Context: an optimization exercise on an open-source flow, tuned for small area, a short achievable clock period and few clock cycles. The choices shown serve that exercise and are no tape-out recipe. RTL that was checked went through simulation tests only; none was proved equivalent to the original. For runs 1 and 2, only the layout was checked, not whether the RTL still works. Power and IR drop assume default switching activity.

File: design/flow/design.v
package mulPkg;
	localparam int OperandWidth = 32;
	localparam int ProductWidth = 2 * OperandWidth;
	localparam int DefaultRowsPerStage = 8;
	typedef logic [OperandWidth-1:0] operandT;
	typedef struct packed {
		logic valid;
		operandT a;
		operandT b;
	} mulReqT;
	typedef struct packed {
		operandT hi;
		operandT lo;
	} productHalvesT;
	typedef union packed {
		logic [ProductWidth-1:0] full;
		productHalvesT half;
	} productT;
	typedef struct packed {
		logic valid;
		productT product;
	} mulRspT;
endpackage
package apbPkg;
	localparam int AddrWidth = 8;
	localparam int DataWidth = 32;
	typedef struct packed {
		logic psel;
		logic penable;
		logic pwrite;
		logic [AddrWidth-1:0] paddr;
		logic [DataWidth-1:0] pwdata;
	} apbReqT;
	typedef struct packed {
		logic [DataWidth-1:0] prdata;
		logic pready;
		logic pslverr;
	} apbRspT;
	localparam logic [AddrWidth-1:0] AddrOpA = 8'h00;
	localparam logic [AddrWidth-1:0] AddrOpB = 8'h04;
	localparam logic [AddrWidth-1:0] AddrCtrl = 8'h08;
	localparam logic [AddrWidth-1:0] AddrStatus = 8'h0C;
	localparam logic [AddrWidth-1:0] AddrResLo = 8'h10;
	localparam logic [AddrWidth-1:0] AddrResHi = 8'h14;
	localparam int CtrlStartBit = 0;
	localparam int StatusBusyBit = 0;
	localparam int StatusDoneBit = 1;
endpackage
`timescale 1ns/1ps
module prefixAdder #(
	parameter int Width = mulPkg::OperandWidth
) (
	input logic [Width-1:0] a,
	input logic [Width-1:0] b,
	input logic cin,
	output logic [Width-1:0] sum
);
	localparam int Levels = $clog2(Width);
	logic [Width-1:0] p0;
	logic [Width-1:0] g [Levels+1];
	logic [Width-1:0] p [Levels+1];
	assign p0 = a ^ b;
	assign g[0] = (a & b) | {{(Width-1){1'b0}}, p0[0] & cin};
	assign p[0] = p0;
	for (genvar l = 1; l <= Levels; l++) begin : genLevel
		for (genvar i = 0; i < Width; i++) begin : genBit
			if (((i >> (l-1)) & 1) == 1) begin : genNode
				localparam int J = ((i >> (l-1)) << (l-1)) - 1;
				assign g[l][i] = g[l-1][i] | (p[l-1][i] & g[l-1][J]);
				assign p[l][i] = p[l-1][i] & p[l-1][J];
			end else begin : genPass
				assign g[l][i] = g[l-1][i];
				assign p[l][i] = p[l-1][i];
			end
		end
	end
	assign sum = p0 ^ {g[Levels][Width-2:0], cin};
endmodule
`timescale 1ns/1ps
module mulRow (
	input logic [32:0] accS,
	input logic [32:0] accC,
	input logic idle,
	input logic [31:0] a,
	input logic [3:0] one,
	input logic [3:0] two,
	input logic [3:0] neg,
	input logic d16,
	output logic [40:0] rowX,
	output logic [40:0] rowY
);
	logic [33:0] aExt;
	logic [3:0] negN;
	logic [31:0] top;
	logic [32:0] pp0;
	logic [32:0] pp1;
	logic [32:0] pp2;
	logic [32:0] pp3;
	assign aExt = {1'b0, a, 1'b0};
	assign negN = ~neg;
	assign top = a & {32{d16}};
	assign pp0 = (aExt[33:1] & {33{one[0]}} | aExt[32:0] & {33{two[0]}}) ^ {33{neg[0]}};
	assign pp1 = (aExt[33:1] & {33{one[1]}} | aExt[32:0] & {33{two[1]}}) ^ {33{neg[1]}};
	assign pp2 = (aExt[33:1] & {33{one[2]}} | aExt[32:0] & {33{two[2]}}) ^ {33{neg[2]}};
	assign pp3 = (aExt[33:1] & {33{one[3]}} | aExt[32:0] & {33{two[3]}}) ^ {33{neg[3]}};
	logic fs0, fc0, fs1, fc1, fs2, fc2, fs3, fc3, fs4, fc4, fs5, fc5, fs6, fc6, fs7, fc7;
	logic fs8, fc8, fs9, fc9, fs10, fc10, fs11, fc11, fs12, fc12, fs13, fc13, fs14, fc14, fs15, fc15;
	logic fs16, fc16, fs17, fc17, fs18, fc18, fs19, fc19, fs20, fc20, fs21, fc21, fs22, fc22, fs23, fc23;
	logic fs24, fc24, fs25, fc25, fs26, fc26, fs27, fc27, fs28, fc28, fs29, fc29, fs30, fc30, fs31, fc31;
	logic fs32, fc32, fs33, fc33, fs34, fc34, fs35, fc35, fs36, fc36, fs37, fc37, fs38, fc38, fs39, fc39;
	logic fs40, fc40, fs41, fc41, fs42, fc42, fs43, fc43, fs44, fc44, fs45, fc45, fs46, fc46, fs47, fc47;
	logic fs48, fc48, fs49, fc49, fs50, fc50, fs51, fc51, fs52, fc52, fs53, fc53, fs54, fc54, fs55, fc55;
	logic fs56, fc56, fs57, fc57, fs58, fc58, fs59, fc59, fs60, fc60, fs61, fc61, fs62, fc62, fs63, fc63;
	logic fs64, fc64, fs65, fc65, fs66, fc66, fs67, fc67, fs68, fc68, fs69, fc69, fs70, fc70, fs71, fc71;
	logic fs72, fc72, fs73, fc73, fs74, fc74, fs75, fc75, fs76, fc76, fs77, fc77, fs78, fc78, fs79, fc79;
	logic fs80, fc80, fs81, fc81, fs82, fc82, fs83, fc83, fs84, fc84, fs85, fc85, fs86, fc86, fs87, fc87;
	logic fs88, fc88, fs89, fc89, fs90, fc90, fs91, fc91, fs92, fc92, fs93, fc93, fs94, fc94, fs95, fc95;
	logic fs96, fc96, fs97, fc97, fs98, fc98, fs99, fc99, fs100, fc100, fs101, fc101, fs102, fc102, fs103, fc103;
	logic fs104, fc104, fs105, fc105, fs106, fc106, fs107, fc107, fs108, fc108, fs109, fc109, fs110, fc110, fs111, fc111;
	logic fs112, fc112, fs113, fc113, fs114, fc114, fs115, fc115, fs116, fc116, fs117, fc117, fs118, fc118, fs119, fc119;
	logic fs120, fc120, fs121, fc121, fs122, fc122, fs123, fc123, fs124, fc124, fs125, fc125, fs126, fc126, fs127, fc127;
	logic fs128, fc128, fs129, fc129, fs130, fc130, fs131, fc131, fs132, fc132, fs133, fc133, fs134, fc134, fs135, fc135;
	logic fs136, fc136, fs137, fc137, fs138, fc138, fs139, fc139, fs140, fc140, fs141, fc141, fs142, fc142, fs143, fc143;
	logic fs144, fc144, fs145, fc145, fs146, fc146, fs147, fc147, fs148, fc148, fs149, fc149, fs150, fc150, fs151, fc151;
	logic fs152, fc152, fs153, fc153, fs154, fc154, fs155, fc155, fs156, fc156, fs157, fc157, fs158, fc158, fs159, fc159;
	logic fs160, fc160, fs161, fc161, hs0, hc0, hs1, hc1, hs2, hc2, hs3, hc3, hs4, hc4, hs5, hc5;
	logic hs6, hc6, hs7, hc7, hs8, hc8, hs9, hc9, hs10, hc10, hs11, hc11;
	assign hs0 = accS[6] ^ accC[6];
	assign hc0 = accS[6] & accC[6];
	assign hs1 = accS[7] ^ accC[7];
	assign hc1 = accS[7] & accC[7];
	fullAdd fa0 (.x(accS[8]), .y(accC[8]), .z(top[0]), .s(fs0), .c(fc0));
	fullAdd fa1 (.x(accS[9]), .y(accC[9]), .z(top[1]), .s(fs1), .c(fc1));
	fullAdd fa2 (.x(accS[10]), .y(accC[10]), .z(top[2]), .s(fs2), .c(fc2));
	fullAdd fa3 (.x(accS[11]), .y(accC[11]), .z(top[3]), .s(fs3), .c(fc3));
	fullAdd fa4 (.x(accS[12]), .y(accC[12]), .z(top[4]), .s(fs4), .c(fc4));
	fullAdd fa5 (.x(accS[13]), .y(accC[13]), .z(top[5]), .s(fs5), .c(fc5));
	fullAdd fa6 (.x(accS[14]), .y(accC[14]), .z(top[6]), .s(fs6), .c(fc6));
	fullAdd fa7 (.x(accS[15]), .y(accC[15]), .z(top[7]), .s(fs7), .c(fc7));
	fullAdd fa8 (.x(accS[16]), .y(accC[16]), .z(top[8]), .s(fs8), .c(fc8));
	fullAdd fa9 (.x(accS[17]), .y(accC[17]), .z(top[9]), .s(fs9), .c(fc9));
	fullAdd fa10 (.x(accS[18]), .y(accC[18]), .z(top[10]), .s(fs10), .c(fc10));
	fullAdd fa11 (.x(accS[19]), .y(accC[19]), .z(top[11]), .s(fs11), .c(fc11));
	fullAdd fa12 (.x(accS[20]), .y(accC[20]), .z(top[12]), .s(fs12), .c(fc12));
	fullAdd fa13 (.x(accS[21]), .y(accC[21]), .z(top[13]), .s(fs13), .c(fc13));
	fullAdd fa14 (.x(accS[22]), .y(accC[22]), .z(top[14]), .s(fs14), .c(fc14));
	fullAdd fa15 (.x(accS[23]), .y(accC[23]), .z(top[15]), .s(fs15), .c(fc15));
	fullAdd fa16 (.x(accS[24]), .y(accC[24]), .z(top[16]), .s(fs16), .c(fc16));
	fullAdd fa17 (.x(accS[25]), .y(accC[25]), .z(top[17]), .s(fs17), .c(fc17));
	fullAdd fa18 (.x(accS[26]), .y(accC[26]), .z(top[18]), .s(fs18), .c(fc18));
	fullAdd fa19 (.x(accS[27]), .y(accC[27]), .z(top[19]), .s(fs19), .c(fc19));
	fullAdd fa20 (.x(accS[28]), .y(accC[28]), .z(top[20]), .s(fs20), .c(fc20));
	fullAdd fa21 (.x(accS[29]), .y(accC[29]), .z(top[21]), .s(fs21), .c(fc21));
	fullAdd fa22 (.x(accS[30]), .y(accC[30]), .z(top[22]), .s(fs22), .c(fc22));
	fullAdd fa23 (.x(accS[31]), .y(accC[31]), .z(top[23]), .s(fs23), .c(fc23));
	fullAdd fa24 (.x(1'b1), .y(accS[32]), .z(accC[32]), .s(fs24), .c(fc24));
	fullAdd fa25 (.x(idle), .y(top[24]), .z(pp0[32]), .s(fs25), .c(fc25));
	assign hs2 = negN[0] ^ top[25];
	assign hc2 = negN[0] & top[25];
	assign hs3 = accS[2] ^ accC[2];
	assign hc3 = accS[2] & accC[2];
	assign hs4 = accS[3] ^ accC[3];
	assign hc4 = accS[3] & accC[3];
	fullAdd fa26 (.x(accS[4]), .y(accC[4]), .z(neg[2]), .s(fs26), .c(fc26));
	assign hs5 = pp0[4] ^ pp1[2];
	assign hc5 = pp0[4] & pp1[2];
	fullAdd fa27 (.x(accS[5]), .y(accC[5]), .z(pp0[5]), .s(fs27), .c(fc27));
	assign hs6 = pp1[3] ^ pp2[1];
	assign hc6 = pp1[3] & pp2[1];
	fullAdd fa28 (.x(neg[3]), .y(hs0), .z(pp0[6]), .s(fs28), .c(fc28));
	fullAdd fa29 (.x(pp1[4]), .y(pp2[2]), .z(pp3[0]), .s(fs29), .c(fc29));
	fullAdd fa30 (.x(hc0), .y(hs1), .z(pp0[7]), .s(fs30), .c(fc30));
	fullAdd fa31 (.x(pp1[5]), .y(pp2[3]), .z(pp3[1]), .s(fs31), .c(fc31));
	fullAdd fa32 (.x(hc1), .y(fs0), .z(pp0[8]), .s(fs32), .c(fc32));
	fullAdd fa33 (.x(pp1[6]), .y(pp2[4]), .z(pp3[2]), .s(fs33), .c(fc33));
	fullAdd fa34 (.x(fc0), .y(fs1), .z(pp0[9]), .s(fs34), .c(fc34));
	fullAdd fa35 (.x(pp1[7]), .y(pp2[5]), .z(pp3[3]), .s(fs35), .c(fc35));
	fullAdd fa36 (.x(fc1), .y(fs2), .z(pp0[10]), .s(fs36), .c(fc36));
	fullAdd fa37 (.x(pp1[8]), .y(pp2[6]), .z(pp3[4]), .s(fs37), .c(fc37));
	fullAdd fa38 (.x(fc2), .y(fs3), .z(pp0[11]), .s(fs38), .c(fc38));
	fullAdd fa39 (.x(pp1[9]), .y(pp2[7]), .z(pp3[5]), .s(fs39), .c(fc39));
	fullAdd fa40 (.x(fc3), .y(fs4), .z(pp0[12]), .s(fs40), .c(fc40));
	fullAdd fa41 (.x(pp1[10]), .y(pp2[8]), .z(pp3[6]), .s(fs41), .c(fc41));
	fullAdd fa42 (.x(fc4), .y(fs5), .z(pp0[13]), .s(fs42), .c(fc42));
	fullAdd fa43 (.x(pp1[11]), .y(pp2[9]), .z(pp3[7]), .s(fs43), .c(fc43));
	fullAdd fa44 (.x(fc5), .y(fs6), .z(pp0[14]), .s(fs44), .c(fc44));
	fullAdd fa45 (.x(pp1[12]), .y(pp2[10]), .z(pp3[8]), .s(fs45), .c(fc45));
	fullAdd fa46 (.x(fc6), .y(fs7), .z(pp0[15]), .s(fs46), .c(fc46));
	fullAdd fa47 (.x(pp1[13]), .y(pp2[11]), .z(pp3[9]), .s(fs47), .c(fc47));
	fullAdd fa48 (.x(fc7), .y(fs8), .z(pp0[16]), .s(fs48), .c(fc48));
	fullAdd fa49 (.x(pp1[14]), .y(pp2[12]), .z(pp3[10]), .s(fs49), .c(fc49));
	fullAdd fa50 (.x(fc8), .y(fs9), .z(pp0[17]), .s(fs50), .c(fc50));
	fullAdd fa51 (.x(pp1[15]), .y(pp2[13]), .z(pp3[11]), .s(fs51), .c(fc51));
	fullAdd fa52 (.x(fc9), .y(fs10), .z(pp0[18]), .s(fs52), .c(fc52));
	fullAdd fa53 (.x(pp1[16]), .y(pp2[14]), .z(pp3[12]), .s(fs53), .c(fc53));
	fullAdd fa54 (.x(fc10), .y(fs11), .z(pp0[19]), .s(fs54), .c(fc54));
	fullAdd fa55 (.x(pp1[17]), .y(pp2[15]), .z(pp3[13]), .s(fs55), .c(fc55));
	fullAdd fa56 (.x(fc11), .y(fs12), .z(pp0[20]), .s(fs56), .c(fc56));
	fullAdd fa57 (.x(pp1[18]), .y(pp2[16]), .z(pp3[14]), .s(fs57), .c(fc57));
	fullAdd fa58 (.x(fc12), .y(fs13), .z(pp0[21]), .s(fs58), .c(fc58));
	fullAdd fa59 (.x(pp1[19]), .y(pp2[17]), .z(pp3[15]), .s(fs59), .c(fc59));
	fullAdd fa60 (.x(fc13), .y(fs14), .z(pp0[22]), .s(fs60), .c(fc60));
	fullAdd fa61 (.x(pp1[20]), .y(pp2[18]), .z(pp3[16]), .s(fs61), .c(fc61));
	fullAdd fa62 (.x(fc14), .y(fs15), .z(pp0[23]), .s(fs62), .c(fc62));
	fullAdd fa63 (.x(pp1[21]), .y(pp2[19]), .z(pp3[17]), .s(fs63), .c(fc63));
	fullAdd fa64 (.x(fc15), .y(fs16), .z(pp0[24]), .s(fs64), .c(fc64));
	fullAdd fa65 (.x(pp1[22]), .y(pp2[20]), .z(pp3[18]), .s(fs65), .c(fc65));
	fullAdd fa66 (.x(fc16), .y(fs17), .z(pp0[25]), .s(fs66), .c(fc66));
	fullAdd fa67 (.x(pp1[23]), .y(pp2[21]), .z(pp3[19]), .s(fs67), .c(fc67));
	fullAdd fa68 (.x(fc17), .y(fs18), .z(pp0[26]), .s(fs68), .c(fc68));
	fullAdd fa69 (.x(pp1[24]), .y(pp2[22]), .z(pp3[20]), .s(fs69), .c(fc69));
	fullAdd fa70 (.x(fc18), .y(fs19), .z(pp0[27]), .s(fs70), .c(fc70));
	fullAdd fa71 (.x(pp1[25]), .y(pp2[23]), .z(pp3[21]), .s(fs71), .c(fc71));
	fullAdd fa72 (.x(fc19), .y(fs20), .z(pp0[28]), .s(fs72), .c(fc72));
	fullAdd fa73 (.x(pp1[26]), .y(pp2[24]), .z(pp3[22]), .s(fs73), .c(fc73));
	fullAdd fa74 (.x(fc20), .y(fs21), .z(pp0[29]), .s(fs74), .c(fc74));
	fullAdd fa75 (.x(pp1[27]), .y(pp2[25]), .z(pp3[23]), .s(fs75), .c(fc75));
	fullAdd fa76 (.x(fc21), .y(fs22), .z(pp0[30]), .s(fs76), .c(fc76));
	fullAdd fa77 (.x(pp1[28]), .y(pp2[26]), .z(pp3[24]), .s(fs77), .c(fc77));
	fullAdd fa78 (.x(fc22), .y(fs23), .z(pp0[31]), .s(fs78), .c(fc78));
	fullAdd fa79 (.x(pp1[29]), .y(pp2[27]), .z(pp3[25]), .s(fs79), .c(fc79));
	fullAdd fa80 (.x(fc23), .y(fs24), .z(pp1[30]), .s(fs80), .c(fc80));
	fullAdd fa81 (.x(pp2[28]), .y(pp3[26]), .z(fs25), .s(fs81), .c(fc81));
	fullAdd fa82 (.x(fc24), .y(hs2), .z(pp1[31]), .s(fs82), .c(fc82));
	fullAdd fa83 (.x(pp2[29]), .y(pp3[27]), .z(fc25), .s(fs83), .c(fc83));
	fullAdd fa84 (.x(1'b1), .y(top[26]), .z(hc2), .s(fs84), .c(fc84));
	fullAdd fa85 (.x(pp1[32]), .y(pp2[30]), .z(pp3[28]), .s(fs85), .c(fc85));
	fullAdd fa86 (.x(negN[1]), .y(top[27]), .z(pp2[31]), .s(fs86), .c(fc86));
	assign hs7 = 1'b1 ^ top[28];
	assign hc7 = 1'b1 & top[28];
	assign hs8 = accS[0] ^ accC[0];
	assign hc8 = accS[0] & accC[0];
	assign hs9 = accS[1] ^ accC[1];
	assign hc9 = accS[1] & accC[1];
	fullAdd fa87 (.x(neg[1]), .y(hs3), .z(pp0[2]), .s(fs87), .c(fc87));
	fullAdd fa88 (.x(hc3), .y(hs4), .z(pp0[3]), .s(fs88), .c(fc88));
	fullAdd fa89 (.x(hc4), .y(fs26), .z(pp2[0]), .s(fs89), .c(fc89));
	fullAdd fa90 (.x(fc26), .y(hc5), .z(fs27), .s(fs90), .c(fc90));
	fullAdd fa91 (.x(fc27), .y(hc6), .z(fs28), .s(fs91), .c(fc91));
	fullAdd fa92 (.x(fc28), .y(fc29), .z(fs30), .s(fs92), .c(fc92));
	fullAdd fa93 (.x(fc30), .y(fc31), .z(fs32), .s(fs93), .c(fc93));
	fullAdd fa94 (.x(fc32), .y(fc33), .z(fs34), .s(fs94), .c(fc94));
	fullAdd fa95 (.x(fc34), .y(fc35), .z(fs36), .s(fs95), .c(fc95));
	fullAdd fa96 (.x(fc36), .y(fc37), .z(fs38), .s(fs96), .c(fc96));
	fullAdd fa97 (.x(fc38), .y(fc39), .z(fs40), .s(fs97), .c(fc97));
	fullAdd fa98 (.x(fc40), .y(fc41), .z(fs42), .s(fs98), .c(fc98));
	fullAdd fa99 (.x(fc42), .y(fc43), .z(fs44), .s(fs99), .c(fc99));
	fullAdd fa100 (.x(fc44), .y(fc45), .z(fs46), .s(fs100), .c(fc100));
	fullAdd fa101 (.x(fc46), .y(fc47), .z(fs48), .s(fs101), .c(fc101));
	fullAdd fa102 (.x(fc48), .y(fc49), .z(fs50), .s(fs102), .c(fc102));
	fullAdd fa103 (.x(fc50), .y(fc51), .z(fs52), .s(fs103), .c(fc103));
	fullAdd fa104 (.x(fc52), .y(fc53), .z(fs54), .s(fs104), .c(fc104));
	fullAdd fa105 (.x(fc54), .y(fc55), .z(fs56), .s(fs105), .c(fc105));
	fullAdd fa106 (.x(fc56), .y(fc57), .z(fs58), .s(fs106), .c(fc106));
	fullAdd fa107 (.x(fc58), .y(fc59), .z(fs60), .s(fs107), .c(fc107));
	fullAdd fa108 (.x(fc60), .y(fc61), .z(fs62), .s(fs108), .c(fc108));
	fullAdd fa109 (.x(fc62), .y(fc63), .z(fs64), .s(fs109), .c(fc109));
	fullAdd fa110 (.x(fc64), .y(fc65), .z(fs66), .s(fs110), .c(fc110));
	fullAdd fa111 (.x(fc66), .y(fc67), .z(fs68), .s(fs111), .c(fc111));
	fullAdd fa112 (.x(fc68), .y(fc69), .z(fs70), .s(fs112), .c(fc112));
	fullAdd fa113 (.x(fc70), .y(fc71), .z(fs72), .s(fs113), .c(fc113));
	fullAdd fa114 (.x(fc72), .y(fc73), .z(fs74), .s(fs114), .c(fc114));
	fullAdd fa115 (.x(fc74), .y(fc75), .z(fs76), .s(fs115), .c(fc115));
	fullAdd fa116 (.x(fc76), .y(fc77), .z(fs78), .s(fs116), .c(fc116));
	fullAdd fa117 (.x(fc78), .y(fc79), .z(fs80), .s(fs117), .c(fc117));
	fullAdd fa118 (.x(fc80), .y(fs82), .z(fc81), .s(fs118), .c(fc118));
	fullAdd fa119 (.x(fc82), .y(fs84), .z(fs85), .s(fs119), .c(fc119));
	fullAdd fa120 (.x(pp3[29]), .y(fc84), .z(fc85), .s(fs120), .c(fc120));
	fullAdd fa121 (.x(hs7), .y(pp2[32]), .z(pp3[30]), .s(fs121), .c(fc121));
	fullAdd fa122 (.x(negN[2]), .y(top[29]), .z(hc7), .s(fs122), .c(fc122));
	assign hs10 = 1'b1 ^ top[30];
	assign hc10 = 1'b1 & top[30];
	assign hs11 = neg[0] ^ hs8;
	assign hc11 = neg[0] & hs8;
	fullAdd fa123 (.x(hc8), .y(hs9), .z(pp0[1]), .s(fs123), .c(fc123));
	fullAdd fa124 (.x(hc9), .y(pp1[0]), .z(fs87), .s(fs124), .c(fc124));
	fullAdd fa125 (.x(pp1[1]), .y(fc87), .z(fs88), .s(fs125), .c(fc125));
	fullAdd fa126 (.x(fc88), .y(fs89), .z(hs5), .s(fs126), .c(fc126));
	fullAdd fa127 (.x(fc89), .y(hs6), .z(fs90), .s(fs127), .c(fc127));
	fullAdd fa128 (.x(fs29), .y(fc90), .z(fs91), .s(fs128), .c(fc128));
	fullAdd fa129 (.x(fs31), .y(fc91), .z(fs92), .s(fs129), .c(fc129));
	fullAdd fa130 (.x(fs33), .y(fc92), .z(fs93), .s(fs130), .c(fc130));
	fullAdd fa131 (.x(fs35), .y(fc93), .z(fs94), .s(fs131), .c(fc131));
	fullAdd fa132 (.x(fs37), .y(fc94), .z(fs95), .s(fs132), .c(fc132));
	fullAdd fa133 (.x(fs39), .y(fc95), .z(fs96), .s(fs133), .c(fc133));
	fullAdd fa134 (.x(fs41), .y(fc96), .z(fs97), .s(fs134), .c(fc134));
	fullAdd fa135 (.x(fs43), .y(fc97), .z(fs98), .s(fs135), .c(fc135));
	fullAdd fa136 (.x(fs45), .y(fc98), .z(fs99), .s(fs136), .c(fc136));
	fullAdd fa137 (.x(fs47), .y(fc99), .z(fs100), .s(fs137), .c(fc137));
	fullAdd fa138 (.x(fs49), .y(fc100), .z(fs101), .s(fs138), .c(fc138));
	fullAdd fa139 (.x(fs51), .y(fc101), .z(fs102), .s(fs139), .c(fc139));
	fullAdd fa140 (.x(fs53), .y(fc102), .z(fs103), .s(fs140), .c(fc140));
	fullAdd fa141 (.x(fs55), .y(fc103), .z(fs104), .s(fs141), .c(fc141));
	fullAdd fa142 (.x(fs57), .y(fc104), .z(fs105), .s(fs142), .c(fc142));
	fullAdd fa143 (.x(fs59), .y(fc105), .z(fs106), .s(fs143), .c(fc143));
	fullAdd fa144 (.x(fs61), .y(fc106), .z(fs107), .s(fs144), .c(fc144));
	fullAdd fa145 (.x(fs63), .y(fc107), .z(fs108), .s(fs145), .c(fc145));
	fullAdd fa146 (.x(fs65), .y(fc108), .z(fs109), .s(fs146), .c(fc146));
	fullAdd fa147 (.x(fs67), .y(fc109), .z(fs110), .s(fs147), .c(fc147));
	fullAdd fa148 (.x(fs69), .y(fc110), .z(fs111), .s(fs148), .c(fc148));
	fullAdd fa149 (.x(fs71), .y(fc111), .z(fs112), .s(fs149), .c(fc149));
	fullAdd fa150 (.x(fs73), .y(fc112), .z(fs113), .s(fs150), .c(fc150));
	fullAdd fa151 (.x(fs75), .y(fc113), .z(fs114), .s(fs151), .c(fc151));
	fullAdd fa152 (.x(fs77), .y(fc114), .z(fs115), .s(fs152), .c(fc152));
	fullAdd fa153 (.x(fs79), .y(fc115), .z(fs116), .s(fs153), .c(fc153));
	fullAdd fa154 (.x(fc116), .y(fs117), .z(fs81), .s(fs154), .c(fc154));
	fullAdd fa155 (.x(fc117), .y(fs83), .z(fs118), .s(fs155), .c(fc155));
	fullAdd fa156 (.x(fs119), .y(fc83), .z(fc118), .s(fs156), .c(fc156));
	fullAdd fa157 (.x(fs86), .y(fc119), .z(fs120), .s(fs157), .c(fc157));
	fullAdd fa158 (.x(fs121), .y(fc86), .z(fc120), .s(fs158), .c(fc158));
	fullAdd fa159 (.x(pp3[31]), .y(fc121), .z(fs122), .s(fs159), .c(fc159));
	fullAdd fa160 (.x(hs10), .y(pp3[32]), .z(fc122), .s(fs160), .c(fc160));
	fullAdd fa161 (.x(negN[3]), .y(top[31]), .z(hc10), .s(fs161), .c(fc161));
	assign rowX[0] = hs11;
	assign rowY[0] = pp0[0];
	assign rowX[1] = hc11;
	assign rowY[1] = fs123;
	assign rowX[2] = fc123;
	assign rowY[2] = fs124;
	assign rowX[3] = fc124;
	assign rowY[3] = fs125;
	assign rowX[4] = fc125;
	assign rowY[4] = fs126;
	assign rowX[5] = fc126;
	assign rowY[5] = fs127;
	assign rowX[6] = fc127;
	assign rowY[6] = fs128;
	assign rowX[7] = fc128;
	assign rowY[7] = fs129;
	assign rowX[8] = fc129;
	assign rowY[8] = fs130;
	assign rowX[9] = fc130;
	assign rowY[9] = fs131;
	assign rowX[10] = fc131;
	assign rowY[10] = fs132;
	assign rowX[11] = fc132;
	assign rowY[11] = fs133;
	assign rowX[12] = fc133;
	assign rowY[12] = fs134;
	assign rowX[13] = fc134;
	assign rowY[13] = fs135;
	assign rowX[14] = fc135;
	assign rowY[14] = fs136;
	assign rowX[15] = fc136;
	assign rowY[15] = fs137;
	assign rowX[16] = fc137;
	assign rowY[16] = fs138;
	assign rowX[17] = fc138;
	assign rowY[17] = fs139;
	assign rowX[18] = fc139;
	assign rowY[18] = fs140;
	assign rowX[19] = fc140;
	assign rowY[19] = fs141;
	assign rowX[20] = fc141;
	assign rowY[20] = fs142;
	assign rowX[21] = fc142;
	assign rowY[21] = fs143;
	assign rowX[22] = fc143;
	assign rowY[22] = fs144;
	assign rowX[23] = fc144;
	assign rowY[23] = fs145;
	assign rowX[24] = fc145;
	assign rowY[24] = fs146;
	assign rowX[25] = fc146;
	assign rowY[25] = fs147;
	assign rowX[26] = fc147;
	assign rowY[26] = fs148;
	assign rowX[27] = fc148;
	assign rowY[27] = fs149;
	assign rowX[28] = fc149;
	assign rowY[28] = fs150;
	assign rowX[29] = fc150;
	assign rowY[29] = fs151;
	assign rowX[30] = fc151;
	assign rowY[30] = fs152;
	assign rowX[31] = fc152;
	assign rowY[31] = fs153;
	assign rowX[32] = fc153;
	assign rowY[32] = fs154;
	assign rowX[33] = fc154;
	assign rowY[33] = fs155;
	assign rowX[34] = fc155;
	assign rowY[34] = fs156;
	assign rowX[35] = fc156;
	assign rowY[35] = fs157;
	assign rowX[36] = fc157;
	assign rowY[36] = fs158;
	assign rowX[37] = fc158;
	assign rowY[37] = fs159;
	assign rowX[38] = fc159;
	assign rowY[38] = fs160;
	assign rowX[39] = fc160;
	assign rowY[39] = fs161;
	assign rowX[40] = fc161;
	assign rowY[40] = 1'b0;
endmodule
module fullAdd (
	input logic x,
	input logic y,
	input logic z,
	output logic s,
	output logic c
);
	assign s = x ^ y ^ z;
	assign c = (x & y) | (x & z) | (y & z);
endmodule
`timescale 1ns/1ps
module mulArray (
	input logic clk,
	input logic arstN,
	input logic [31:0] a,
	input logic [31:0] b,
	input logic wrB,
	input logic [7:0] bLoNext,
	input logic aValidNext,
	input logic bValidNext,
	input logic go,
	input logic stepEn,
	output logic running,
	output mulPkg::productT product
);
	logic run1;
	logic run2;
	logic run3;
	logic first;
	logic [3:0] oneQ;
	logic [3:0] twoQ;
	logic [3:0] negQ;
	logic d16Q;
	logic [3:0] oneD;
	logic [3:0] twoD;
	logic [3:0] negD;
	logic digitsOn;
	logic [32:0] accS;
	logic [32:0] accC;
	logic [7:0] byteS;
	logic [7:0] byteC;
	logic [23:0] lowQ;
	logic lowCarry;
	logic [40:0] rowX;
	logic [40:0] rowY;
	logic [8:0] byteSum;
	logic [39:0] topSum;
	assign first = go & ~running;
	always_ff @(posedge clk or negedge arstN) begin
		if (!arstN) begin
			run1 <= 1'b0;
			run2 <= 1'b0;
			run3 <= 1'b0;
			running <= 1'b0;
		end else begin
			run1 <= first;
			run2 <= run1;
			run3 <= run2;
			running <= first | run1 | run2;
		end
	end
	function automatic logic [11:0] booth(input logic [7:0] g, input logic below);
		logic [3:0] one;
		logic [3:0] two;
		logic [3:0] neg;
		for (int j = 0; j < 4; j++) begin
			logic hi;
			logic mid;
			logic lo;
			hi = g[2*j+1];
			mid = g[2*j];
			lo = (j == 0) ? below : g[2*j-1];
			neg[j] = hi;
			one[j] = mid ^ lo;
			two[j] = (hi & ~mid & ~lo) | (~hi & mid & lo);
		end
		booth = {neg, two, one};
	endfunction
	logic [11:0] digitsFirst;
	logic [11:0] digitsRun;
	logic [11:0] digitsD;
	logic [7:0] groupRest;
	logic groupRestBelow;
	assign digitsFirst = booth(b[15:8], b[7]);
	always_comb begin
		if (run1) begin
			groupRest = b[23:16];
			groupRestBelow = b[15];
		end else if (run2) begin
			groupRest = b[31:24];
			groupRestBelow = b[23];
		end else begin
			groupRest = wrB ? bLoNext : b[7:0];
			groupRestBelow = 1'b0;
		end
	end
	assign digitsRun = booth(groupRest, groupRestBelow);
	assign digitsD = first ? digitsFirst : digitsRun;
	assign digitsOn = aValidNext & bValidNext;
	assign {negD, twoD, oneD} = digitsD & {12{digitsOn}};
	always_ff @(posedge clk) begin
		oneQ <= oneD;
		twoQ <= twoD;
		negQ <= negD;
		d16Q <= run2 & b[31] & digitsOn;
	end
	mulRow mulRow_i (
		.accS(accS & {33{running}}),
		.accC(accC & {33{running}}),
		.idle(~running),
		.a(a),
		.one(oneQ),
		.two(twoQ),
		.neg(negQ),
		.d16(d16Q),
		.rowX(rowX),
		.rowY(rowY)
	);
	assign byteSum = {1'b0, byteS} + {1'b0, byteC} + {8'd0, lowCarry & (run2 | run3)};
	always_ff @(posedge clk) begin
		if (stepEn) begin
			accS <= rowX[40:8];
			accC <= rowY[40:8];
			byteS <= rowX[7:0];
			byteC <= rowY[7:0];
		end
		if (running) begin
			lowCarry <= byteSum[8];
		end
		if (run1) begin
			lowQ[7:0] <= byteSum[7:0];
		end
		if (run2) begin
			lowQ[15:8] <= byteSum[7:0];
		end
		if (run3) begin
			lowQ[23:16] <= byteSum[7:0];
		end
	end
	prefixAdder #(
		.Width(40)
	) prefixAdder_i (
		.a({accS[31:0], byteS}),
		.b({accC[31:0], byteC}),
		.cin(lowCarry),
		.sum(topSum)
	);
	assign product.half.hi = topSum[39:8];
	assign product.half.lo = {topSum[7:0], lowQ};
endmodule
`timescale 1ns/1ps
module mulApbRegs (
	input logic clk,
	input logic arstN,
	input apbPkg::apbReqT apbReq,
	output apbPkg::apbRspT apbRsp,
	output mulPkg::operandT opA,
	output mulPkg::operandT opB,
	output logic opBWrite,
	output logic [7:0] opBLoNext,
	output logic opAValidNext,
	output logic opBValidNext,
	output logic go,
	input logic running,
	output logic stepEn,
	input mulPkg::productT product
);
	logic setup;
	logic done;
	logic inMap;
	logic inMapHi;
	logic inMapLo;
	logic mapped;
	logic wrOpA;
	logic wrOpB;
	logic opAValid;
	logic opBValid;
	mulPkg::operandT opARead;
	mulPkg::operandT opBRead;
	mulPkg::productT result;
	logic [apbPkg::DataWidth-1:0] readWord;
	logic [apbPkg::DataWidth-1:0] prdataQ;
	logic pslverrQ;
	assign setup = apbReq.psel & ~apbReq.penable;
	startDetect startDetect_i (
		.psel(apbReq.psel),
		.penable(apbReq.penable),
		.pwrite(apbReq.pwrite),
		.paddr(apbReq.paddr),
		.startBit(apbReq.pwdata[apbPkg::CtrlStartBit]),
		.running(running),
		.go(go),
		.stepEn(stepEn)
	);
	addrDecode addrDecode_i (
		.paddr(apbReq.paddr),
		.inMapHi(inMapHi),
		.inMapLo(inMapLo)
	);
	assign inMap = inMapHi & inMapLo;
	assign mapped = inMap & ~(apbReq.paddr[4] & apbReq.paddr[3]);
	assign opARead = opA & {32{opAValid}};
	assign opBRead = opB & {32{opBValid}};
	assign result = product & {64{done}};
	always_comb begin
		case ({apbReq.paddr[4], apbReq.paddr[2]})
			2'b00: readWord = opARead;
			2'b01: readWord = opBRead;
			2'b10: readWord = result.half.lo;
			default: readWord = result.half.hi;
		endcase
		if (apbReq.paddr[3]) begin
			readWord = '0;
			readWord[apbPkg::StatusDoneBit] = done & apbReq.paddr[2] & ~apbReq.paddr[4];
		end
		if (!inMap) begin
			readWord = '0;
		end
	end
	always_ff @(posedge clk) begin
		prdataQ <= readWord;
		pslverrQ <= ~mapped;
	end
	always_comb begin
		apbRsp.prdata = prdataQ;
		apbRsp.pready = 1'b1;
		apbRsp.pslverr = pslverrQ;
	end
	always_ff @(posedge clk or negedge arstN) begin
		if (!arstN) begin
			wrOpA <= 1'b0;
			wrOpB <= 1'b0;
			opAValid <= 1'b0;
			opBValid <= 1'b0;
			done <= 1'b0;
		end else begin
			wrOpA <= setup && apbReq.pwrite && (apbReq.paddr == apbPkg::AddrOpA);
			wrOpB <= setup && apbReq.pwrite && (apbReq.paddr == apbPkg::AddrOpB);
			if (wrOpA) begin
				opAValid <= 1'b1;
			end
			if (wrOpB) begin
				opBValid <= 1'b1;
			end
			if (go) begin
				done <= 1'b1;
			end
		end
	end
	always_ff @(posedge clk) begin
		if (wrOpA) begin
			opA <= apbReq.pwdata;
		end
		if (wrOpB) begin
			opB <= apbReq.pwdata;
		end
	end
	assign opBWrite = wrOpB;
	assign opBLoNext = apbReq.pwdata[7:0];
	assign opAValidNext = opAValid | wrOpA;
	assign opBValidNext = opBValid | wrOpB;
endmodule
module startDetect (
	input logic psel,
	input logic penable,
	input logic pwrite,
	input logic [apbPkg::AddrWidth-1:0] paddr,
	input logic startBit,
	input logic running,
	output logic go,
	output logic stepEn
);
	assign go = psel & ~penable & pwrite & startBit & (paddr == apbPkg::AddrCtrl);
	assign stepEn = go | running;
endmodule
module addrDecode (
	input logic [apbPkg::AddrWidth-1:0] paddr,
	output logic inMapHi,
	output logic inMapLo
);
	assign inMapHi = (paddr[7:5] == 3'b000);
	assign inMapLo = (paddr[1:0] == 2'b00);
endmodule
`timescale 1ns/1ps
module mulApbTop (
	input logic clk,
	input logic arstN,
	input apbPkg::apbReqT apbReq,
	output apbPkg::apbRspT apbRsp
);
	mulPkg::operandT opA;
	mulPkg::operandT opB;
	logic go;
	logic stepEn;
	logic running;
	logic opBWrite;
	logic [7:0] opBLoNext;
	logic opAValidNext;
	logic opBValidNext;
	mulPkg::productT product;
	mulApbRegs mulApbRegs_i (
		.clk(clk),
		.arstN(arstN),
		.apbReq(apbReq),
		.apbRsp(apbRsp),
		.opA(opA),
		.opB(opB),
		.opBWrite(opBWrite),
		.opBLoNext(opBLoNext),
		.opAValidNext(opAValidNext),
		.opBValidNext(opBValidNext),
		.go(go),
		.running(running),
		.stepEn(stepEn),
		.product(product)
	);
	mulArray mulArray_i (
		.clk(clk),
		.arstN(arstN),
		.a(opA),
		.b(opB),
		.wrB(opBWrite),
		.bLoNext(opBLoNext),
		.aValidNext(opAValidNext),
		.bValidNext(opBValidNext),
		.go(go),
		.stepEn(stepEn),
		.running(running),
		.product(product)
	);
endmodule
`timescale 1ns/1ps
module mulApbChip (
	input logic clk,
	input logic arstN,
	input logic psel,
	input logic penable,
	input logic pwrite,
	input logic [7:0] paddr,
	input logic [31:0] pwdata,
	output logic [31:0] prdata,
	output logic pready,
	output logic pslverr
);
	apbPkg::apbReqT apbReq;
	apbPkg::apbRspT apbRsp;
	assign apbReq.psel = psel;
	assign apbReq.penable = penable;
	assign apbReq.pwrite = pwrite;
	assign apbReq.paddr = paddr;
	assign apbReq.pwdata = pwdata;
	assign prdata = apbRsp.prdata;
	assign pready = apbRsp.pready;
	assign pslverr = apbRsp.pslverr;
	mulApbTop mulApbTop_i (
		.clk(clk),
		.arstN(arstN),
		.apbReq(apbReq),
		.apbRsp(apbRsp)
	);
endmodule
File: design/flow/config.mk
export PLATFORM = sky130hd
export DESIGN_NAME = mulApbChip
export DESIGN_NICKNAME = mulApbChip
export VERILOG_FILES = /design/flow/design.v
export SDC_FILE = /design/flow/constraint.sdc
export NUM_CORES = 4
export LEC_CHECK = 0
export CAP_MARGIN = 20
export CORE_MARGIN = 2
export CORE_UTILIZATION = 40
export SLEW_MARGIN = 20
File: design/flow/flow/run.sh
#!/bin/bash
# The standard layout, with timing repair aimed at a path delay well below
# the clock period: the clock and the constraints are unchanged, only
# repair_timing's setup margin is raised (and kept to the worst endpoints).
set -euo pipefail
export SETUP_SLACK_MARGIN="${FLOW_SETUP_MARGIN:-9.4}"
export TNS_END_PERCENT="${FLOW_TNS_END:-10}"
export BUFFER_PORTS_ARGS="-buffer_cell sky130_fd_sc_hd__buf_2"
export CTS_ARGS="-sink_clustering_enable -repair_clock_nets -dont_use_dummy_load -buf_list {sky130_fd_sc_hd__clkbuf_4 sky130_fd_sc_hd__clkbuf_8}"
# keep each full adder of the multiplier step a module of its own through
# synthesis, so that it maps to one full-adder cell without inverters around it, and keep the
# two address decodes that gate many flip-flops short;
# the netlist is flattened at the end of synthesis as usual
export SYNTH_KEEP_MODULES="fullAdd startDetect addrDecode"
bash standard.sh > flow_standard.log 2>&1
File: design/flow/constraint.sdc
create_clock -name core_clock -period 13.0 [get_ports {clk}]
set_input_delay 2.6000 -clock core_clock [delete_from_list [all_inputs] [get_ports {clk}]]
set_output_delay 2.6000 -clock core_clock [all_outputs]
set_load 0.01 [all_outputs]
File: design/flow/standard.sh
#!/bin/bash
# synth_recipe.tcl (not shown) runs the flow's synth.tcl, then flattens the netlist and writes it again
# the make line also repeats each setting of config.mk as NAME=value (left out here)
make -C /OpenROAD-flow-scripts/flow DESIGN_CONFIG=/design/flow/config.mk WORK_HOME=/design/flow/orfs CLKGATE_MAP_FILE= SYNTH_SCRIPT=/design/flow/synth_recipe.tcl "${@:-finish}"
==> results of run 1 <==
kinds of logic after synthesis:
family                   after synthesis  share of synthesized area (%)
AO/OA/AOI/OAI                        296                           13.3
XOR/XNOR                             177                           9.74
adder cells (fa/ha/maj)              219                           25.3
buffers and inverters                148                           3.54
flip-flops                           225                           39.3
multiplexers                          10                          0.629
other                                  2                         0.0472
AND/OR/NAND/NOR                      240                           8.15
placed cells by master (no fill, tap or decap), types with 5 or more instances in the layout:
cell type,netlist,routed
a21oi_1,55,49
nor2_1,53,53
o21bai_1,5,5
nand2_1,44,43
dfxtp_2,0,18
a21oi_2,0,5
o21ai_0,9,9
nor3_1,6,6
a222oi_1,24,24
o22ai_1,17,17
buf_4,1,19
dfxtp_1,46,28
xor2_1,24,24
fa_1,171,170
inv_1,31,30
clkbuf_8,0,41
mux2i_1,10,10
xnor2_1,153,152
and3_1,6,5
edfxtp_1,170,170
ha_1,48,48
a21o_1,16,16
buf_2,1,77
a211oi_1,15,13
dfrtp_1,9,6
a22oi_1,134,134
and2_1,93,93
routing by layer:
layer	global-route usage (%)	up-vias	wire length (um)
met4	12.0	0	2390
li1	-	4723	-
met3	4.55	141	4750
met1	33.0	5586	19800
met5	0	-	0
met2	37.4	637	22500
repair_timing:
action | in CTS | in global routing
setup endpoints to repair | 124 | 95
hold endpoints to repair | 0 | 0
pin swaps | 2 | 3
resized for setup | 17 | 22
buffers inserted | 2 | 8
gates cloned | 2 | 0
per-stage QoR:
stage	utilization [%]	total power, uW
4_1_cts	43.7	1350
3_5_place_dp	42.1	807
6_report	44.1	1340
2_1_floorplan	-	792
3_3_place_gp	42.1	807
5_1_grt	44.1	1380
cell type report:
type	count	area [um^2]
Timing Repair Buffer	98	559
Clock buffer	41	564
Inverter	31	116
Sequential cell	225	6280
Fill cell	3684	22100
Tap cell	525	657
Multi-Input combinational cell	948	9260
per-module statistics from Yosys, one instance, submodules excluded:
module,cells inside,cell area [um^2],flops+latches
startDetect,5,52.6,0
mulApbChip,1148,12600,225
addrDecode,2,13.8,0
fullAdd,1,20.0,0
worst register-to-register path, stage by stage, from the launching register on:
cell and delay [ns]:
dfrtp_4 0.62, buf_6 0.34, and2_1 0.21, fa_1 0.44, fa_1 0.61, fa_1 0.46, fa_1 0.56
state kept, by name (all words and copies together) (netlist names), 8 cells and up:
register / flops
mulApbTop_i.mulApbRegs_i.prdataQ: 32
mulApbTop_i.mulArray_i.lowQ: 24
mulApbTop_i.mulApbRegs_i.opB: 32
mulApbTop_i.mulArray_i.accC: 32
mulApbTop_i.mulArray_i.accS: 33
mulApbTop_i.mulArray_i.byteC: 8
mulApbTop_i.mulArray_i.byteS: 8
mulApbTop_i.mulApbRegs_i.opA: 32
worst max-delay path by stage:
| stage | startpoint | end | cells past startpoint |
|---|---|---|---|
| 2_1_floorplan | paddr[5] | mulApbTop_i.mulArray_i.accC[0] | 2 |
| 3_3_place_gp | paddr[4] | mulApbTop_i.mulArray_i.accS[30] | 4 |
| 3_5_place_dp | paddr[4] | mulApbTop_i.mulArray_i.accC[29] | 4 |
| 4_1_cts | mulApbTop_i.mulApbRegs_i.prdataQ[23] | prdata[23] | 1 |
| 5_1_grt | paddr[5] | mulApbTop_i.mulArray_i.byteC[5] | 4 |
| 6_report | mulApbTop_i.mulApbRegs_i.prdataQ[23] | prdata[23] | 1 |
power by group:
part,switching [uW],internal [uW]
clock,274,277
combinational,15.2,9.98
sequential,0.778,768
total,290,1060
==> qor.yml, run 1 <==
n_antenna_cell: 0
endpoint_kind: "output port"
max_stage_delay_ns: 0.39
synth_edf_count: 170
finalCritPeriodShare_pct: 28.6
postRouteWirelength_um: 49400
final_cells: 1868
worst-setup-path-type: "register to output port"
pin_count: 79
rrSetupSlack_ns: 9.47
vias_per_cell: 5.94
hold_buffers: 0
synth_area_leaders: "edfxtp_1 (32%), fa_1 (22%), xnor2_1 (8.4%), a22oi_1 (6.3%), dfxtp_1 (5.8%)"
tns_ns: 0
hp-class: "register to register"
synth_seq_cells: 225
ys.flop_type: "edfxtp_1"
grt_pass1_wl_um: 73800
path_max_fanout: 1
r2r_cells: 6
drc_errors: 0
overflow: 0
yosys.area.top_type: "edfxtp_1"
gp_congestion: 0.907
num_rows: 73
core_um2: 39500
setup_ws_ns: 9.29
grt_pass1_vias: 11600
wl_per_cell_um: 26.5
crit_required_ns: 10.40
fmax_mhz: 269
antenna_left: 0
hold_depth: 1
grt_max_degree: 43
vias: 11100
layout-drive-gt1-share_pct: 14.4
antenna_found_initial: 0
fin_skew_ns: 0.0457
cts_inserted_buffers: 41
clk_latency_ns: 0.58
start_util_pct: 40.2
slew_headroom_pct: 27.1
r2r-start: "mulApbTop_i.mulArray_i.running"
die-area_um2: 41400
ys_seq_area_share_pct: 39.3
area_delta_synth_final_pct: 9.56
portBuffers: 77
yosys-top-cells-count: "fa_1 (171), edfxtp_1 (170), xnor2_1 (153)"
hold_violations: 0
cts_root_buffer: "clkbuf_8"
worst_pin_slew_ns: 1.09
drt-pass1-iter-count: 7
critPathSlowestCell: "dfxtp_1"
timing.rr.end: "mulApbTop_i.mulArray_i.accC[1]"
critical_path.top_delay_family: "flip-flops"
place_area_um2: 16600
cts_tree: "done"
synth_top_cell_area_share_pct: 32.1
min_to: "mulApbTop_i.mulApbRegs_i.opAValid"
grt.total_usage_pct: 24.3
drt_iter0_drc: 1356
avgSynthCellArea_um2: 12.1
yosysUniqueCellTypes: 59
status: "finished clean"
clock-sinks: 225
maxSlewViolCount: 0
holdWs_ns: 0.500
rsz0062_at_grt: "yes"
dpl.cell_count: 1815
async_flop_share_pct: 4.00
netlist_area_um2: 15900
yosys_warnings: 5
place_ws_ns: 8.27
path_cells: "buf_2"
max-clock-path-buffers: 3
die_h_um: 203
path_buf_inv: 1
max_cap_violations: 0
dpl.hpwl_um: 33700
cp-start-kind: "register"
setup_viol: 0
die_w_um: 203
clk_pin_slew_worst_paths_ns: 0.05
h-tree-depth: 2
synth.most_common_cell: "fa_1"
fin_crit_ns: 3.71
final_nets: 1609
leakagePower_uw: 0.00693
hp-start: "mulApbTop_i.mulApbRegs_i.opAValid"
worst_ep_arrival_time_ns: 1.11
stdcell_area_um2: 17400
pwr_density_cell_nw_per_um2: 77.1
netlist_instances: 1317
ir_worst_vdd_uv: 76.2
==> run 2: changes to the inputs <==
--- a/design/flow/design.v
+++ b/design/flow/design.v
@@ -55,3 +55,3 @@
 	input logic cin,
-	output logic [Width-1:0] sum
+	output logic [Width:0] sum
 );
@@ -61,2 +61,10 @@
 	logic [Width-1:0] p [Levels+1];
+	logic [Width:0] carry;
+	for (genvar i = 0; i < Width; i++) begin : genBit
+		xorKeep xorS_i (
+			.a(p0[i]),
+			.b(carry[i]),
+			.y(sum[i])
+		);
+	end
 	assign p0 = a ^ b;
@@ -76,3 +84,11 @@
 	end
-	assign sum = p0 ^ {g[Levels][Width-2:0], cin};
+	assign carry = {g[Levels], cin};
+	assign sum[Width] = carry[Width];
+endmodule
+module xorKeep (
+	input logic a,
+	input logic b,
+	output logic y
+);
+	assign y = a ^ b;
 endmodule
@@ -417,4 +433,2 @@
 	input logic go,
-	input logic stepEn,
-	output logic running,
 	output mulPkg::productT product
@@ -424,2 +438,3 @@
 	logic run3;
+	logic running;
 	logic first;
@@ -442,3 +457,3 @@
 	logic [8:0] byteSum;
-	logic [39:0] topSum;
+	logic [40:0] topSum;
 	assign first = go & ~running;
@@ -516,3 +531,3 @@
 	always_ff @(posedge clk) begin
-		if (stepEn) begin
+		if (go | running) begin
 			accS <= rowX[40:8];
@@ -559,4 +574,2 @@
 	output logic go,
-	input logic running,
-	output logic stepEn,
 	input mulPkg::productT product
@@ -586,5 +599,3 @@
 		.startBit(apbReq.pwdata[apbPkg::CtrlStartBit]),
-		.running(running),
-		.go(go),
-		.stepEn(stepEn)
+		.go(go)
 	);
@@ -664,8 +675,5 @@
 	input logic startBit,
-	input logic running,
-	output logic go,
-	output logic stepEn
+	output logic go
 );
 	assign go = psel & ~penable & pwrite & startBit & (paddr == apbPkg::AddrCtrl);
-	assign stepEn = go | running;
 endmodule
@@ -689,4 +697,2 @@
 	logic go;
-	logic stepEn;
-	logic running;
 	logic opBWrite;
@@ -708,4 +714,2 @@
 		.go(go),
-		.running(running),
-		.stepEn(stepEn),
 		.product(product)
@@ -722,4 +726,2 @@
 		.go(go),
-		.stepEn(stepEn),
-		.running(running),
 		.product(product)
--- a/design/flow/flow/run.sh
+++ b/design/flow/flow/run.sh
@@ -13,3 +13,3 @@
 # the netlist is flattened at the end of synthesis as usual
-export SYNTH_KEEP_MODULES="fullAdd startDetect addrDecode"
+export SYNTH_KEEP_MODULES="fullAdd startDetect addrDecode xorKeep"
 bash standard.sh > flow_standard.log 2>&1
==> qor.yml, run 2 <==
cp-startpoint: "mulApbTop_i.mulApbRegs_i.prdataQ[11]"
die_w_um: 204
path_max_fanout: 1
pwr_density_cell_nw_per_um2: 77.5
cts_tree: "done"
cts_inserted_buffers: 42
yosys-top-cells-count: "a22oi_1 (187), edfxtp_1 (170), fa_1 (164)"
worst-setup-path-type: "register to output port"
postRouteWirelength_um: 47400
ys.flop_type: "edfxtp_1"
ir_worst_vdd_uv: 61.6
final-seq-area_um2: 6280
clk_latency_ns: 0.56
netlist_area_um2: 15900
h-tree-depth: 2
antenna_found_initial: 0
wl_per_cell_um: 25.2
die-area_um2: 41400
vias: 11000
yosys_warnings: 5
slew_headroom_pct: 25.6
nFillCells: 3656
pin_count: 79
synth_top_family_by_area: "adder cells"
rsz0062_at_grt: "yes"
fin_util_pct: 44.0
synth_area_leaders: "edfxtp_1 (32%), fa_1 (21%), a22oi_1 (8.8%), xnor2_1 (7.6%), dfxtp_1 (5.8%)"
max_cap_violations: 0
endpoint_kind: "output port"
fin_skew_ns: 0.0565
synth_compound_area_share_pct: 14.3
hold_violations: 0
top_register: "mulApbTop_i.mulArray_i.accS"
synthAdderAreaFrac_pct: 24.5
largest_reg_flops: 33
finalCritPeriodShare_pct: 28.3
max_stage_delay_ns: 0.37
drt_iter0_drc: 1089
area_delta_synth_final_pct: 9.25
synth_seq_cells: 225
grt_max_degree: 42
hp-start: "mulApbTop_i.mulApbRegs_i.opAValid"
start_util_pct: 40.3
maxSlewViolCount: 0
synth_simple_gate_area_share_pct: 7.94
n_antenna_cell: 0
layout-drive-gt1-share_pct: 12.7
final_cell_mix: "a22oi_1 (187), edfxtp_1 (170), fa_1 (164)"
yosys.area.top_type: "edfxtp_1"
gp_congestion: 0.896
hp-class: "register to register"
path_buf_inv: 1
final_common_cell: "a22oi_1"
cts_root_buffer: "clkbuf_8"
power_uw: 1350
overflow: 0
portBuffers: 77
critical_path.top_delay_family: "flip-flops"
max-clock-path-buffers: 3
crit_required_ns: 10.40
final_cells: 1883
drc_errors: 0
place_area_um2: 16700
hold_buffers: 0
avgSynthCellArea_um2: 12.0
critPathSlowestCell: "dfxtp_1"
synth_edf_count: 170
core_um2: 39500
synth_xor_area_share_pct: 10.2
status: "finished clean"
grt_pass1_vias: 11600
num_rows: 73
multi_input_area_um2: 9220
dpl.cell_count: 1839
leakagePower_uw: 0.00701
antenna_left: 0
netlist_instances: 1331
cp-start-kind: "register"
dpl.hpwl_um: 33500
clock-sinks: 225
setup_viol: 0
async_flop_share_pct: 4.00
yosysUniqueCellTypes: 54
ys_seq_area_share_pct: 39.2
synth_top_cell_area_share_pct: 32.0
r2r-start: "mulApbTop_i.mulArray_i.oneQ[0]"
worst_ep_arrival_time_ns: 1.08
muxShareOfSynthArea_pct: 0.566
drt-pass1-iter-count: 6
clk_pin_slew_worst_paths_ns: 0.05
vias_per_cell: 5.82
fin_crit_ns: 3.68
path_cells: "buf_2"
die_h_um: 204
stdcell_area_um2: 17400
fmax_mhz: 272
grt.total_usage_pct: 23.4
synth.most_common_cell: "a22oi_1"
final_nets: 1618
worst_pin_slew_ns: 1.12
tns_ns: 0
grt_pass1_wl_um: 72000
[run 2: cell count changes after synthesis, sizes merged, moves of 6 or more]
cell,previous run,this run
buf,36,30
xnor2,153,139
a22oi,134,187
fa,171,164
a222oi,24,1
inv,31,22
a21oi,55,66
a21o,16,25
xor2,24,47
o22ai,17,0
o21ai,9,16
[run 2: per-stage QoR]
stage	worst slack, ns	hold WS [ns]
floorplan	8.93	0.443
global placement	8.28	0.486
detailed placement	8.30	0.476
CTS	9.25	0.505
global route	9.28	0.529
finish	9.32	0.507
[run 2: Yosys stat by module (local to each module, per instance)]
module       times used  flip-flops and latches
mulApbChip            1                     225
startDetect           1                       0
fullAdd             162                       0
addrDecode            1                       0
xorKeep              40                       0
[run 2: cell families (layout without fill, tap and decap cells)]
group                      count (synthesis)  count (layout)
DFF                                      225             225
other                                      2               4
adders and majority gates                213             213
and+or+nand+nor                          234             234
xor gates and xnor gates                 186             186
buffers and inverters                    134             159
AOI/OAI and AO/OA                        328             328
muxes                                      9               9
[run 2: power by group]
part           switching, uW  internal [uW]
clock network            274            283
logic                   13.1           9.69
registers              0.737            768
[run 2: area by class of cell]
type | instances | share of cell area [%]
clock buffer | 42 | 3.32
tap | 525 | 3.77
sequential | 225 | 36.1
timing repair buffer | 95 | 3.35
multi-input combinational | 974 | 53.0
inverter | 22 | 0.475
[run 2: final timing paths]
kind                            cells after the start  slack [ns]                           endpoint
worst max-delay path                                1        9.32                         prdata[11]
worst max register to register                      6        9.45     mulApbTop_i.mulArray_i.accC[1]
max in group asynchronous                           1       10.88     mulApbTop_i.mulArray_i.running
worst min register to register                      1        0.51  mulApbTop_i.mulApbRegs_i.opAValid
min in group asynchronous                           1        1.90        mulApbTop_i.mulArray_i.run2
worst min-delay path                                1        0.51  mulApbTop_i.mulApbRegs_i.opAValid
[run 2: what timing repair did]
item,4_1_cts,5_1_grt
pin swaps,1,0
cloned,1,0
resized for setup,8,19
buffers inserted,1,0
endpoints found under the setup margin,190,150
[run 2: metal layers]
metal  GRT usage, %  vias to the layer above  part of all wire [%]
li1               -                     4756                     -
met1           32.0                     5655                    42
met2           37.7                      481                    47
met3           4.60                       71                   7.8
met4           6.86                        0                   2.4
met5              0                        -                     0
==> run 3: changes to the inputs <==
--- a/design/flow/design.v
+++ b/design/flow/design.v
@@ -63,2 +63,7 @@
 	for (genvar i = 0; i < Width; i++) begin : genBit
+		xorKeep xorP_i (
+			.a(a[i]),
+			.b(b[i]),
+			.y(p0[i])
+		);
 		xorKeep xorS_i (
@@ -69,3 +74,2 @@
 	end
-	assign p0 = a ^ b;
 	assign g[0] = (a & b) | {{(Width-1){1'b0}}, p0[0] & cin};
==> qor.yml, run 3 <==
avgSynthCellArea_um2: 12.0
hold_violations: 0
yosysUniqueCellTypes: 58
top_register: "mulApbTop_i.mulArray_i.accS"
ys_seq_area_share_pct: 39.2
drc_errors: 0
worst_ep_arrival_time_ns: 1.09
synth_edf_count: 170
wl_per_cell_um: 25.5
stdcell_area_um2: 17500
ir_worst_vdd_uv: 58.4
drt-pass1-iter-count: 5
crit_required_ns: 10.40
gp_congestion: 0.862
async_flop_share_pct: 4.00
die-area_um2: 41500
fmax_mhz: 271
num_rows: 73
hold_buffers: 0
cts_tree: "done"
die_w_um: 204
netlist_instances: 1332
clk_pin_slew_worst_paths_ns: 0.06
critPathSlowestCell: "dfxtp_1"
path_max_fanout: 1
worst_pin_slew_ns: 1.13
max_stage_delay_ns: 0.38
slew_headroom_pct: 24.8
final_nets: 1595
grt_pass1_vias: 11600
tns_ns: 0
cp-start-kind: "register"
power_uw: 1350
fin_util_pct: 44.2
antenna_left: 0
final_cell_mix: "a22oi_1 (190), edfxtp_1 (170), fa_1 (164)"
grt.total_usage_pct: 23.6
start_util_pct: 40.4
fin_skew_ns: 0.0374
finalCritPeriodShare_pct: 28.4
die_h_um: 204
drt_iter0_drc: 1126
final_cells: 1891
portBuffers: 77
pwr_density_cell_nw_per_um2: 77.0
rsz0062_at_grt: "yes"
n_antenna_cell: 0
path_buf_inv: 1
yosys-top-cells-count: "a22oi_1 (190), edfxtp_1 (170), fa_1 (164)"
yosys.area.top_type: "edfxtp_1"
hold_depth: 1
synth_seq_cells: 225
max_cap_violations: 0
pin_count: 79
largest_reg_flops: 33
ys.flop_type: "edfxtp_1"
area_delta_synth_final_pct: 9.56
dpl.cell_count: 1841
fin_crit_ns: 3.69
core_um2: 39500
clock-sinks: 225
layout-drive-gt1-share_pct: 13.5
cts_inserted_buffers: 42
synth_top_cell_area_share_pct: 32.0
postRouteWirelength_um: 48200
path_cells: "buf_2"
endpoint_kind: "output port"
r2r_cells: 12
grt_pass1_wl_um: 72600
maxSlewViolCount: 0
overflow: 0
synth_area_leaders: "edfxtp_1 (32%), fa_1 (21%), a22oi_1 (8.9%), xnor2_1 (7.7%), dfxtp_1 (5.8%)"
cts_root_buffer: "clkbuf_8"
netlist_area_um2: 16000
antenna_found_initial: 1
leakagePower_uw: 0.00690
dpl.hpwl_um: 33600
synth.most_common_cell: "a22oi_1"
h-tree-depth: 2
yosys_warnings: 5
clk_latency_ns: 0.55
place_area_um2: 16700
critical_path.top_delay_family: "flip-flops"
final_common_cell: "a22oi_1"
worst-setup-path-type: "register to output port"
grt_max_degree: 42
vias: 11200
vias_per_cell: 5.94
hp-class: "register to register"
max-clock-path-buffers: 3
crit_cells: 1
setup_viol: 0
status: "finished clean"
-- run 3: cells by family after synthesis --
| group | share of synthesized area, % |
|---|---|
| AND/OR/NAND/NOR | 7.59 |
| multiplexers | 0.564 |
| XOR/XNOR | 12.4 |
| AO/OA/AOI/OAI | 15.1 |
| buffers and inverters | 3.17 |
| other | 0.0471 |
| adder cells (fa/ha/maj) | 22.0 |
| flip-flops | 39.2 |
-- run 3: final timing paths --
path                                                 startpoint                                   end  slack (ns)
hold reg to reg               mulApbTop_i.mulApbRegs_i.opAValid     mulApbTop_i.mulApbRegs_i.opAValid        0.49
setup / recovery           mulApbTop_i.mulApbRegs_i.prdataQ[12]                            prdata[12]        9.31
setup reg to reg                 mulApbTop_i.mulArray_i.accC[7]  mulApbTop_i.mulApbRegs_i.prdataQ[27]        9.46
min in group asynchronous                                 arstN     mulApbTop_i.mulApbRegs_i.opBValid        1.89
hold / removal                mulApbTop_i.mulApbRegs_i.opAValid     mulApbTop_i.mulApbRegs_i.opAValid        0.49
max in group asynchronous                                 arstN        mulApbTop_i.mulArray_i.running       10.91
-- run 3: timing repair --
action,in CTS,in global routing
gates cloned,2,0
setup buffers,1,5
pin swaps,0,1
endpoints found under the setup margin,147,137
gates resized for setup,8,15
endpoints found under the hold margin,0,0
-- run 3: routing by layer --
metal	GRT usage [%]	vias up	share of wire (%)
met3	3.31	112	8.2
met4	8.06	2	3.1
met5	0	-	0.023
li1	-	4789	-
met1	32.8	5788	42
met2	37.8	543	47
-- run 3: final cells by class --
cell class	instances	area [um^2]
multi-input cells	977	9310
inverters	22	82.6
well taps	525	657
flip-flops and latches	225	6270
repair buffers	100	586
fillers	3655	22100
clock buffers	42	578
-- run 3: Yosys stat by module (local to each module, per instance) --
module       copies in the design  cell area [um^2]  flip-flops and latches
addrDecode                      1              13.8                       0
fullAdd                       162              20.0                       0
mulApbChip                      1             12000                     225
startDetect                     1              32.5                       0
xorKeep                        80              8.76                       0
-- run 3: through the flow --
stage | worst slack [ns] | hold WS [ns]
floorplan | 8.93 | 0.443
global route | 9.29 | 0.516
global placement | 8.16 | 0.483
detailed placement | 8.13 | 0.470
CTS | 9.26 | 0.491
finish | 9.31 | 0.492
-- run 3: power by group --
| group | switching, uW | internal (uW) | total (uW) | leakage [uW] |
|---|---|---|---|---|
| registers | 0.739 | 768 | 769 | 0.00209 |
| logic | 12.8 | 9.63 | 22.4 | 0.00450 |
| clock network | 271 | 284 | 555 | 0.000302 |
| total | 285 | 1060 | 1350 | 0.00690 |
Testbench counts of run 3, summed over its fixed seeds: cycles 14,400.
==> run 4: changes to the inputs <==
--- a/design/flow/config.mk
+++ b/design/flow/config.mk
@@ -10,2 +10,2 @@
 export CORE_UTILIZATION = 40
-export SLEW_MARGIN = 20
+export SLEW_MARGIN = 40
==> qor.yml, run 4 <==
status: "finished clean"
drt-pass1-iter-count: 5
rrSetupSlack_ns: 9.45
antenna_left: 0
min_to: "mulApbTop_i.mulApbRegs_i.opAValid"
pin_count: 79
cts_root_buffer: "clkbuf_8"
synth_seq_cells: 225
netlist_instances: 1332
path_buf_inv: 1
synth_area_leaders: "edfxtp_1 (32%), fa_1 (21%), a22oi_1 (8.9%), xnor2_1 (7.7%), dfxtp_1 (5.8%)"
grt_pass1_wl_um: 72600
hp-start: "mulApbTop_i.mulApbRegs_i.opAValid"
drt_iter0_drc: 1188
fin_crit_ns: 3.67
synth_top_cell_area_share_pct: 32.0
die_h_um: 204
synth.most_common_cell: "a22oi_1"
clk_pin_slew_worst_paths_ns: 0.06
stdcell_area_um2: 17500
num_rows: 73
worst_ep_arrival_time_ns: 1.07
tns_ns: 0
crit_required_ns: 10.40
clk_latency_ns: 0.55
fmax_mhz: 272
ir_worst_vdd_uv: 58.3
leakagePower_uw: 0.00689
async_flop_share_pct: 4.00
setup_ws_ns: 9.33
largest_reg_flops: 33
n_antenna_cell: 0
max_stage_delay_ns: 0.37
worst_pin_slew_ns: 0.811
max_cap_violations: 0
hold_buffers: 0
die_w_um: 204
r2r-start: "mulApbTop_i.mulArray_i.accC[7]"
pwr_density_cell_nw_per_um2: 77.0
vias_per_cell: 5.92
vias: 11200
netlist_area_um2: 16000
ys.flop_type: "edfxtp_1"
start_util_pct: 40.4
timing.rr.end: "mulApbTop_i.mulApbRegs_i.prdataQ[27]"
multi_input_area_um2: 9310
power_uw: 1350
final_common_cell: "a22oi_1"
clock-sinks: 225
nFillCells: 3656
h-tree-depth: 2
r2r_cells: 12
wl_per_cell_um: 25.5
postRouteWirelength_um: 48100
top_register: "mulApbTop_i.mulArray_i.accS"
max-clock-path-buffers: 3
fin_util_pct: 44.2
rsz0062_at_grt: "yes"
yosys-top-cells-count: "a22oi_1 (190), edfxtp_1 (170), fa_1 (164)"
cts_inserted_buffers: 42
slew_headroom_pct: 45.9
place_ws_ns: 8.13
antenna_found_initial: 1
setup_viol: 0
grt_pass1_vias: 11600
grt.total_usage_pct: 23.6
critical_path.top_delay_family: "flip-flops"
yosys_warnings: 5
area_delta_synth_final_pct: 9.58
avgSynthCellArea_um2: 12.0
path_max_fanout: 1
core_um2: 39500
final-seq-area_um2: 6290
ys_seq_area_share_pct: 39.2
cp-start-kind: "register"
hold_depth: 1
overflow: 0
hold_violations: 0
yosys.area.top_type: "edfxtp_1"
gp_congestion: 0.862
portBuffers: 77
maxSlewViolCount: 0
critPathSlowestCell: "dfxtp_1"
place_area_um2: 16700
drc_errors: 0
cts_tree: "done"
layout-drive-gt1-share_pct: 13.9
die-area_um2: 41500
endpoint_kind: "output port"
finalCritPeriodShare_pct: 28.3
yosysUniqueCellTypes: 58
final_nets: 1593
final_cell_mix: "a22oi_1 (190), edfxtp_1 (170), fa_1 (164)"
fin_skew_ns: 0.0356
worst-setup-path-type: "register to output port"
hp-class: "register to register"
path_cells: "buf_2"
grt_max_degree: 42
synth_edf_count: 170
dpl.hpwl_um: 33600
run 4: cell counts after synthesis:
Identical to the previous run, type by type.
run 4: how the worst max path moves through the flow:
stage,end,cells after the start,startpoint
detailed placement,mulApbTop_i.mulArray_i.accC[20],5,paddr[4]
floorplan,mulApbTop_i.mulArray_i.accC[0],3,penable
CTS,prdata[12],1,mulApbTop_i.mulApbRegs_i.prdataQ[12]
global placement,mulApbTop_i.mulArray_i.accC[12],5,paddr[4]
global route,mulApbTop_i.mulApbRegs_i.prdataQ[27],12,mulApbTop_i.mulArray_i.byteC[7]
finish,prdata[15],1,mulApbTop_i.mulApbRegs_i.prdataQ[15]
run 4: modules after synthesis, one instance, submodules excluded:
module       cells  flip-flops and latches  copies in the design  area (um^2)
startDetect      4                       0                     1         32.5
xorKeep          1                       0                    80         8.76
fullAdd          1                       0                   162         20.0
mulApbChip    1084                     225                     1        12000
addrDecode       2                       0                     1         13.8
run 4: per-stage QoR:
stage	instances	hold WS, ns
2_1_floorplan	1334	0.443
3_3_place_gp	1841	0.483
3_5_place_dp	1841	0.470
4_1_cts	1886	0.491
5_1_grt	1889	0.516
6_report	1889	0.494
run 4: cell families (layout without fill, tap and decap cells):
group                    count (synthesis)  in the layout  synth area share (%)
AND/OR/NAND/NOR                        222            224                  7.59
XOR/XNOR                               226            226                  12.4
flip-flops                             225            225                  39.2
AO/OA/AOI/OAI                          332            332                  15.1
buffers and inverters                  134            162                  3.17
other                                    2              4                0.0471
multiplexers                             9              9                 0.564
adder cells (fa/ha/maj)                182            182                  22.0
run 4: layout make-up:
type                       instances  area share (%)
inverter                          22           0.472
sequential                       225            36.0
clock buffer                      42            3.30
tap                              525            3.76
multi-input combinational        977            53.2
timing repair buffer              98            3.26
run 4: routing by layer:
layer  wire [um]  vias up  track usage, %
li1            -     4785               -
met1       20100     5772            32.8
met2       22800      526            37.8
met3        3860       98            3.31
met4        1360        2            8.06
met5          11        -               0
run 4: repair_timing:
item	CTS	global route
cloned	2	0
pin swaps	0	1
setup endpoints to repair	121	137
resized for setup	7	20
setup buffers	1	3
run 4: power by group:
group          switching, uW  total [uW]  internal (uW)
clock                    272         556            284
sequential             0.732         768            767
combinational           12.8        22.4           9.63
total                    286        1350           1060

[afterwards: timing with drivers on the ports]
No port has a modelled driver above. Below, the same layouts with a new extraction and two added sets of constraints.
Step 1 assumes that a clkbuf_16 drives the clock port and a buf_2 every other input.
Step 2 also shifts input and output timing later by t, the mid clock arrival at the registers, as if the neighbouring blocks saw the same clock.
a / b / c = no drivers / after step 1 / after step 2; a / b = the first two.
| run | shift t [ns] | slack for setup (ns) | hold slack, ns | worst setup path at the end | cell pins on the clock port's net |
|---|---|---|---|---|---|
| run 1 | 0.606 | 9.288 / 9.238 / 8.755 | 0.500 / 0.500 / 0.500 | input to register | 1 |
| run 2 | 0.578 | 9.318 / 9.271 / 8.810 | 0.507 / 0.507 / 0.507 | input to register | 1 |
| run 3 | 0.579 | 9.312 / 9.265 / 8.839 | 0.492 / 0.492 / 0.492 | input to register | 1 |
| run 4 | 0.581 | 9.327 / 9.281 / 8.842 | 0.494 / 0.494 / 0.494 | input to register | 1 |
After both steps setup and hold are still met in every run listed. For run 1, which loses most, drivers alone change the setup slack by -0.050 ns; drivers and shift together by -0.533 ns.
